This design comes from an exercise in tuning for small area and a short achievable clock period on the open sky130 flow, not from production work.
Only simulation tests tie the RTL to the original design; equivalence was not proved.
The flow treats the clock pin as an ideal source, which a real chip does not have.

==> run a <==
==> flow/design.v (excerpt) <==
module qft3_top
(
    input  logic        clk,
    input  logic        rst_n,
    input  logic        valid_i,
    input  logic [63:0] re_i,
    input  logic [63:0] im_i,
    output logic        valid_o,
    output logic [63:0] re_o,
    output logic [63:0] im_o
);
export LEC_CHECK = 0
export CAP_MARGIN = 20
export CORE_MARGIN = 2
export CORE_UTILIZATION = 40
export CTS_CLUSTER_DIAMETER = 150
export CTS_CLUSTER_SIZE = 24
export SETUP_SLACK_MARGIN = 1.6
export SLEW_MARGIN = 20
create_clock -name core_clock -period 4.0 [get_ports {clk}]
standard.sh (not shown) runs the stock make flow with config.mk's settings and CLKGATE_MAP_FILE= SYNTH_SCRIPT=/design/flow/synth_recipe.tcl, a recipe that flattens the netlist after the stock synthesis.
==> flow/flow/run.sh <==
#!/bin/bash
# The standard layout with two changes:
#  - the ports get the smallest buffer (buf_1) instead of the default one;
#  - after clock tree synthesis, flops inside the pipeline whose incoming paths are
#    tighter than their outgoing ones get one clock buffer of delay (useful skew between
#    internal registers only; flops fed by the inputs and the valid chain are left alone).
# Each tool's output goes to a log of its own in this folder.
set -euo pipefail
export BUFFER_PORTS_ARGS="-buffer_cell sky130_fd_sc_hd__buf_1"
bash standard.sh synth > synth.log 2>&1
bash standard.sh cts > place_cts.log 2>&1
R=orfs/results/sky130hd/qft3_top/base
PLATFORM_DIR="$FLOW_HOME/platforms/sky130hd" IN_ODB=$R/4_cts.odb IN_SDC=$R/4_cts.sdc OUT_ODB=$R/4_cts.odb \
  SKEW_DELTA=0.08 SKEW_BUF=sky130_fd_sc_hd__clkbuf_1 SKEW_BELOW=1.8 \
  SKEW_IO_PATTERNS='*_h2_*_t_d1* v_q*' \
  openroad -no_init -exit flow/skew.tcl > skew.log 2>&1
bash standard.sh finish > route_finish.log 2>&1
==> flow/flow/skew.tcl <==
# Useful skew for the internal register-to-register paths: give a flop whose incoming
# paths are tighter than its outgoing ones a small clock delay (one buffer on its clock
# pin). Flops that capture from input ports or launch to output ports are left alone.
set plat $::env(PLATFORM_DIR)
read_lef $plat/lef/sky130_fd_sc_hd.tlef
read_lef $plat/lef/sky130_fd_sc_hd_merged.lef
read_liberty $plat/lib/sky130_fd_sc_hd__tt_025C_1v80.lib
read_db $::env(IN_ODB)
read_sdc $::env(IN_SDC)
source $plat/setRC.tcl
set_propagated_clock [all_clocks]
estimate_parasitics -placement
puts "before: worst slack [format %.3f [sta::worst_slack -max]] hold [format %.3f [sta::worst_slack -min]]"
set delta $::env(SKEW_DELTA)
set bufm $::env(SKEW_BUF)
set block [ord::get_db_block]
set master [[ord::get_db] findMaster $bufm]
# flops next to the ports
# (by name: the first stage's sums, the output stage and the valid chain)
set io_pat $::env(SKEW_IO_PATTERNS)
set chosen {}
foreach reg [all_registers -edge_triggered -cells] {
  set n [get_full_name $reg]
  set skip 0
  foreach p $io_pat { if {[string match $p $n]} { set skip 1 } }
  if {$skip} continue
  set d [get_pins -of_objects $reg -filter "name==D"]
  set q [get_pins -of_objects $reg -filter "name==Q"]
  if {$d eq "" || $q eq ""} continue
  set sin [get_property $d slack_max]
  set sout [get_property $q slack_max]
  if {$sin + $delta < $sout - $delta && $sin < $::env(SKEW_BELOW)} { lappend chosen [sta::sta_to_db_inst $reg] }
}
puts "flops to delay: [llength $chosen]"
set k 0
foreach inst $chosen {
  set ck [$inst findITerm CLK]
  set cnet [$ck getNet]
  set b [odb::dbInst_create $block $master "skewbuf_$k"]
  set net [odb::dbNet_create $block "skewclk_$k"]
  $net setSigType CLOCK
  $ck disconnect
  $ck connect $net
  [$b findITerm A] connect $cnet
  [$b findITerm X] connect $net
  set loc [$inst getLocation]
  $b setLocation [lindex $loc 0] [lindex $loc 1]
  $b setPlacementStatus PLACED
  incr k
}
global_connect
detailed_placement
check_placement
estimate_parasitics -placement
puts "after: worst slack [format %.3f [sta::worst_slack -max]] hold [format %.3f [sta::worst_slack -min]]"
if {[info exists ::env(OUT_ODB)]} { write_db $::env(OUT_ODB) }
==> run b: changes against run a <==
==> flow/run.sh (new file) <==
#!/bin/bash
# synth_recipe.tcl (not shown) runs the flow's synth.tcl, then flattens the netlist and writes it again
# the make line also repeats each setting of config.mk as NAME=value (left out here)
make -C /OpenROAD-flow-scripts/flow DESIGN_CONFIG=/design/flow/config.mk WORK_HOME=/design/flow/orfs CLKGATE_MAP_FILE= SYNTH_SCRIPT=/design/flow/synth_recipe.tcl finish
--- a/flow/config.mk
+++ b/flow/config.mk
@@ -7,8 +7,8 @@
 export LEC_CHECK = 0
 export CAP_MARGIN = 20
 export CORE_MARGIN = 2
-export CORE_UTILIZATION = 40
-export CTS_CLUSTER_DIAMETER = 150
-export CTS_CLUSTER_SIZE = 24
+export CORE_UTILIZATION = 55
+export CTS_CLUSTER_DIAMETER = 200
+export CTS_CLUSTER_SIZE = 30
 export SETUP_SLACK_MARGIN = 1.6
 export SLEW_MARGIN = 20
removed: flow/flow/run.sh
removed: flow/flow/skew.tcl
removed: flow/standard.sh
==> run c: changes against run a <==
--- a/flow/flow/run.sh
+++ b/flow/flow/run.sh
@@ -11,7 +11,7 @@
 bash standard.sh cts > place_cts.log 2>&1
 R=orfs/results/sky130hd/qft3_top/base
 PLATFORM_DIR="$FLOW_HOME/platforms/sky130hd" IN_ODB=$R/4_cts.odb IN_SDC=$R/4_cts.sdc OUT_ODB=$R/4_cts.odb \
-  SKEW_DELTA=0.08 SKEW_BUF=sky130_fd_sc_hd__clkbuf_1 SKEW_BELOW=1.8 \
+  SKEW_DELTA=0.08 SKEW_BUF=sky130_fd_sc_hd__clkbuf_1 SKEW_BELOW=2.0 \
   SKEW_IO_PATTERNS='*_h2_*_t_d1* v_q*' \
   openroad -no_init -exit flow/skew.tcl > skew.log 2>&1
 bash standard.sh finish > route_finish.log 2>&1
--- a/flow/config.mk
+++ b/flow/config.mk
@@ -10,5 +10,5 @@
 export CORE_UTILIZATION = 40
 export CTS_CLUSTER_DIAMETER = 150
 export CTS_CLUSTER_SIZE = 24
-export SETUP_SLACK_MARGIN = 1.6
+export SETUP_SLACK_MARGIN = 1.8
 export SLEW_MARGIN = 20
==> impl_metrics.env <==
export IMPL_status="finished clean"
export IMPL_wire_per_inst_um=14.41
export IMPL_seq_area_mm2=0.02222
export IMPL_multi_input_area_share_pct=57.57
export IMPL_core_area_mm2=0.1652
export IMPL_multi_input_area_mm2=0.04507
export IMPL_grt_pass1_vias=46260
[end of results for run c]
==> impl_metrics.env <==
export IMPL_wire_per_inst_um=14.25
export IMPL_status="finished clean"
export IMPL_seq_area_mm2=0.02189
export IMPL_grt_pass1_vias=44680
export IMPL_final_hold_violation_count=0
export IMPL_core_area_mm2=0.1652
export IMPL_multi_input_area_share_pct=58.19
[end of results for run a]
==> impl_metrics.env <==
export IMPL_status="finished clean"
export IMPL_multi_input_area_share_pct=58.16
export IMPL_seq_area_mm2=0.02212
export IMPL_grt_pass1_vias=43600
export IMPL_wire_per_inst_um=15.20
export IMPL_path_buf_inv=0
export IMPL_dp_slack_ns=1.070
[end of results for run b]

========
==> inputs of ember <==
qft3_top again, from the RTL that the note above started with.
make LEC_CHECK=0 CAP_MARGIN=20 CORE_MARGIN=2 CORE_UTILIZATION=40 SETUP_SLACK_MARGIN=1.6 SLEW_MARGIN=20 finish   # period 4.0 ns
run.sh (not shown) runs the stock make flow with config.mk's settings and CLKGATE_MAP_FILE= SYNTH_SCRIPT=/design/flow/synth_recipe.tcl, a recipe that flattens the netlist after the stock synthesis.
Stock flow here: none of the scripts above is used.
==> inputs of maple, as changes to ember <==
Settings changed: CTS_CLUSTER_DIAMETER from default to 150, CTS_CLUSTER_SIZE from default to 24, SETUP_SLACK_MARGIN 1.6 to 1.4.
==> inputs of indigo, as changes to ember <==
==> flow/flow/run.sh (new file) <==
#!/bin/bash
# The standard layout with two changes:
#  - the ports get the smallest buffer (buf_1) instead of the default one;
#  - after clock tree synthesis, flops inside the pipeline whose incoming paths are
#    tighter than their outgoing ones get one or two clock buffers of delay (useful skew between
#    internal registers only; flops fed by the inputs and the valid chain are left alone).
# Each tool's output goes to a log of its own in this folder.
set -euo pipefail
export BUFFER_PORTS_ARGS="-buffer_cell sky130_fd_sc_hd__buf_1"
bash standard.sh synth > synth.log 2>&1
bash standard.sh cts > place_cts.log 2>&1
R=orfs/results/sky130hd/qft3_top/base
PLATFORM_DIR="$FLOW_HOME/platforms/sky130hd" IN_ODB=$R/4_cts.odb IN_SDC=$R/4_cts.sdc OUT_ODB=$R/4_cts.odb \
  SKEW_DELTA=0.08 SKEW_BUF=sky130_fd_sc_hd__clkbuf_1 SKEW_BELOW=1.8 SKEW_PASSES=2 \
  SKEW_IO_PATTERNS='*_h2_*_t_d1* v_q*' \
  openroad -no_init -exit flow/skew.tcl > skew.log 2>&1
bash standard.sh finish > route_finish.log 2>&1
==> flow/flow/skew.tcl (new file) <==
# Useful skew for the internal register-to-register paths: give a flop whose incoming
# paths are tighter than its outgoing ones a small clock delay (a buffer on its clock pin;
# SKEW_PASSES rounds, so at most that many buffers in a row). Flops whose names match
# SKEW_IO_PATTERNS (those that capture from the input ports, and the valid chain) are left
# alone, so no path from an input gains time; delaying a flop that drives an output only
# takes time away from the output path.
set plat $::env(PLATFORM_DIR)
read_lef $plat/lef/sky130_fd_sc_hd.tlef
read_lef $plat/lef/sky130_fd_sc_hd_merged.lef
read_liberty $plat/lib/sky130_fd_sc_hd__tt_025C_1v80.lib
read_db $::env(IN_ODB)
read_sdc $::env(IN_SDC)
source $plat/setRC.tcl
set_propagated_clock [all_clocks]
estimate_parasitics -placement
puts "before: worst slack [format %.3f [sta::worst_slack -max]] hold [format %.3f [sta::worst_slack -min]]"
set delta $::env(SKEW_DELTA)
set bufm $::env(SKEW_BUF)
set block [ord::get_db_block]
set master [[ord::get_db] findMaster $bufm]
# flops left alone, by name
set io_pat $::env(SKEW_IO_PATTERNS)
set k 0
for {set pass 0} {$pass < $::env(SKEW_PASSES)} {incr pass} {
set chosen {}
foreach reg [all_registers -edge_triggered -cells] {
  set n [get_full_name $reg]
  set skip 0
  foreach p $io_pat { if {[string match $p $n]} { set skip 1 } }
  if {$skip} continue
  set d [get_pins -of_objects $reg -filter "name==D"]
  set q [get_pins -of_objects $reg -filter "name==Q"]
  if {$d eq "" || $q eq ""} continue
  set sin [get_property $d slack_max]
  set sout [get_property $q slack_max]
  if {$sin + $delta < $sout - $delta && $sin < $::env(SKEW_BELOW)} { lappend chosen [sta::sta_to_db_inst $reg] }
}
puts "flops to delay: [llength $chosen]"
foreach inst $chosen {
  set ck [$inst findITerm CLK]
  set cnet [$ck getNet]
  set b [odb::dbInst_create $block $master "skewbuf_$k"]
  set net [odb::dbNet_create $block "skewclk_$k"]
  $net setSigType CLOCK
  $ck disconnect
  $ck connect $net
  [$b findITerm A] connect $cnet
  [$b findITerm X] connect $net
  set loc [$inst getLocation]
  $b setLocation [lindex $loc 0] [lindex $loc 1]
  $b setPlacementStatus PLACED
  incr k
}
estimate_parasitics -placement
puts "pass $pass: worst slack [format %.3f [sta::worst_slack -max]]"
}
global_connect
detailed_placement
check_placement
estimate_parasitics -placement
puts "after: worst slack [format %.3f [sta::worst_slack -max]] hold [format %.3f [sta::worst_slack -min]]"
if {[info exists ::env(OUT_ODB)]} { write_db $::env(OUT_ODB) }
==> flow/standard.sh (new file) <==
#!/bin/bash
# synth_recipe.tcl (not shown) runs the flow's synth.tcl, then flattens the netlist and writes it again
# the make line also repeats each setting of config.mk as NAME=value (left out here)
make -C /OpenROAD-flow-scripts/flow DESIGN_CONFIG=/design/flow/config.mk WORK_HOME=/design/flow/orfs CLKGATE_MAP_FILE= SYNTH_SCRIPT=/design/flow/synth_recipe.tcl "${@:-finish}"
Settings changed: CTS_CLUSTER_DIAMETER from default to 150, CTS_CLUSTER_SIZE from default to 24.
removed: flow/run.sh
==> run_summary.xml <==
<?xml version="1.0" encoding="UTF-8"?>
<metrics>
  <group name="clocking">
    <metric name="cts_max_level" unit="">2</metric>
  </group>
  <group name="timing">
    <metric name="fmax" unit="MHz">391</metric>
  </group>
  <group name="route">
    <metric name="met3_wirelength" unit="microns">3610</metric>
    <metric name="drt-met1-wl" unit="microns">65900</metric>
    <metric name="drt-wirelength-per-cell" unit="microns">14.4</metric>
    <metric name="highest_layer" unit="">met4</metric>
  </group>
  <group name="critical_path">
    <metric name="worst-path-max-fanout" unit="">5</metric>
  </group>
  <group name="placed_design">
    <metric name="post_dp_cell_area" unit="sq um">71800</metric>
  </group>
  <group name="run_status">
    <metric name="status" unit="">no timing/DRC/antenna violations</metric>
  </group>
  <group name="final_layout">
    <metric name="area.growth.synth_to_final" unit="%">10.5</metric>
  </group>
</metrics>
That was maple.
==> run_summary.xml <==
<?xml version="1.0" encoding="UTF-8"?>
<metrics>
  <group name="timing">
    <metric name="rsz0062_at_grt" unit="">true</metric>
    <metric name="fmax" unit="MHz">412</metric>
  </group>
  <group name="clocking">
    <metric name="cts_max_level" unit="">3</metric>
    <metric name="cts_inserted_buffers" unit="">117</metric>
  </group>
  <group name="yosys">
    <metric name="synth_mux_area_share" unit="%">0</metric>
  </group>
  <group name="route">
    <metric name="drt-wirelength-per-cell" unit="microns">14.6</metric>
    <metric name="highest_layer" unit="">met4</metric>
    <metric name="met3_wirelength" unit="microns">4690</metric>
  </group>
  <group name="placed_design">
    <metric name="post_dp_cell_area" unit="sq um">71800</metric>
  </group>
  <group name="critical_path">
    <metric name="worst-path-max-fanout" unit="">5</metric>
  </group>
  <group name="run_status">
    <metric name="status" unit="">no timing/DRC/antenna violations</metric>
  </group>
</metrics>
That was ember.
==> run_summary.xml <==
<?xml version="1.0" encoding="UTF-8"?>
<metrics>
  <group name="timing">
    <metric name="fmax" unit="MHz">435</metric>
  </group>
  <group name="final_layout">
    <metric name="mostFrequentLayoutCell" unit="">sky130_fd_sc_hd__ha_1</metric>
    <metric name="area.growth.synth_to_final" unit="%">11.2</metric>
  </group>
  <group name="run_status">
    <metric name="status" unit="">no timing/DRC/antenna violations</metric>
  </group>
  <group name="clocking">
    <metric name="cts_max_level" unit="">2</metric>
  </group>
  <group name="critical_path">
    <metric name="worst-path-max-fanout" unit="">4</metric>
  </group>
  <group name="route">
    <metric name="drt-met1-wl" unit="microns">66600</metric>
    <metric name="highest_layer" unit="">met5</metric>
    <metric name="drt-wirelength-per-cell" unit="microns">14.1</metric>
    <metric name="met3_wirelength" unit="microns">4100</metric>
  </group>
</metrics>
That was indigo.

[port drivers added, routing unchanged]
In the flow no input, the clock included, has a driving cell. The finished layouts below were timed again as built, in two steps. Step 1, drivers: a clkbuf_16 drives clk and a buf_2 each remaining input, both assumed. Step 2 moves the port delays by t, midway between the first and last clock arrival at a register: inputs arrive t later, outputs are due t later. That takes back most of the time a late clock gives input paths. Slacks: ideal ports / drivers / drivers and shift; pairs: ideal ports / drivers.
run	shift t [ns]	slack for setup (ns)	worst setup path after step 2	slew at the worst register clock pin (ns)	worst data-port slew with drivers (ns)
run a	0.805	1.680 / 1.680 / 1.323	input to register	0.11 / 0.11	0.08
run b	0.733	1.568 / 1.568 / 1.066	input to register	0.12 / 0.12	0.14
run c	0.804	1.704 / 1.704 / 1.335	input to register	0.12 / 0.12	0.07
ember	0.808	1.574 / 1.574 / 1.038	input to register	0.07 / 0.07	0.06
maple	0.756	1.443 / 1.443 / 1.028	input to register	0.10 / 0.10	0.07
indigo	0.848	1.700 / 1.700 / 1.280	input to register	0.11 / 0.11	0.08
After both steps every run listed still meets setup and hold. For ember, which loses most, drivers alone change the setup slack by 0.000 ns; drivers and shift together by -0.536 ns.
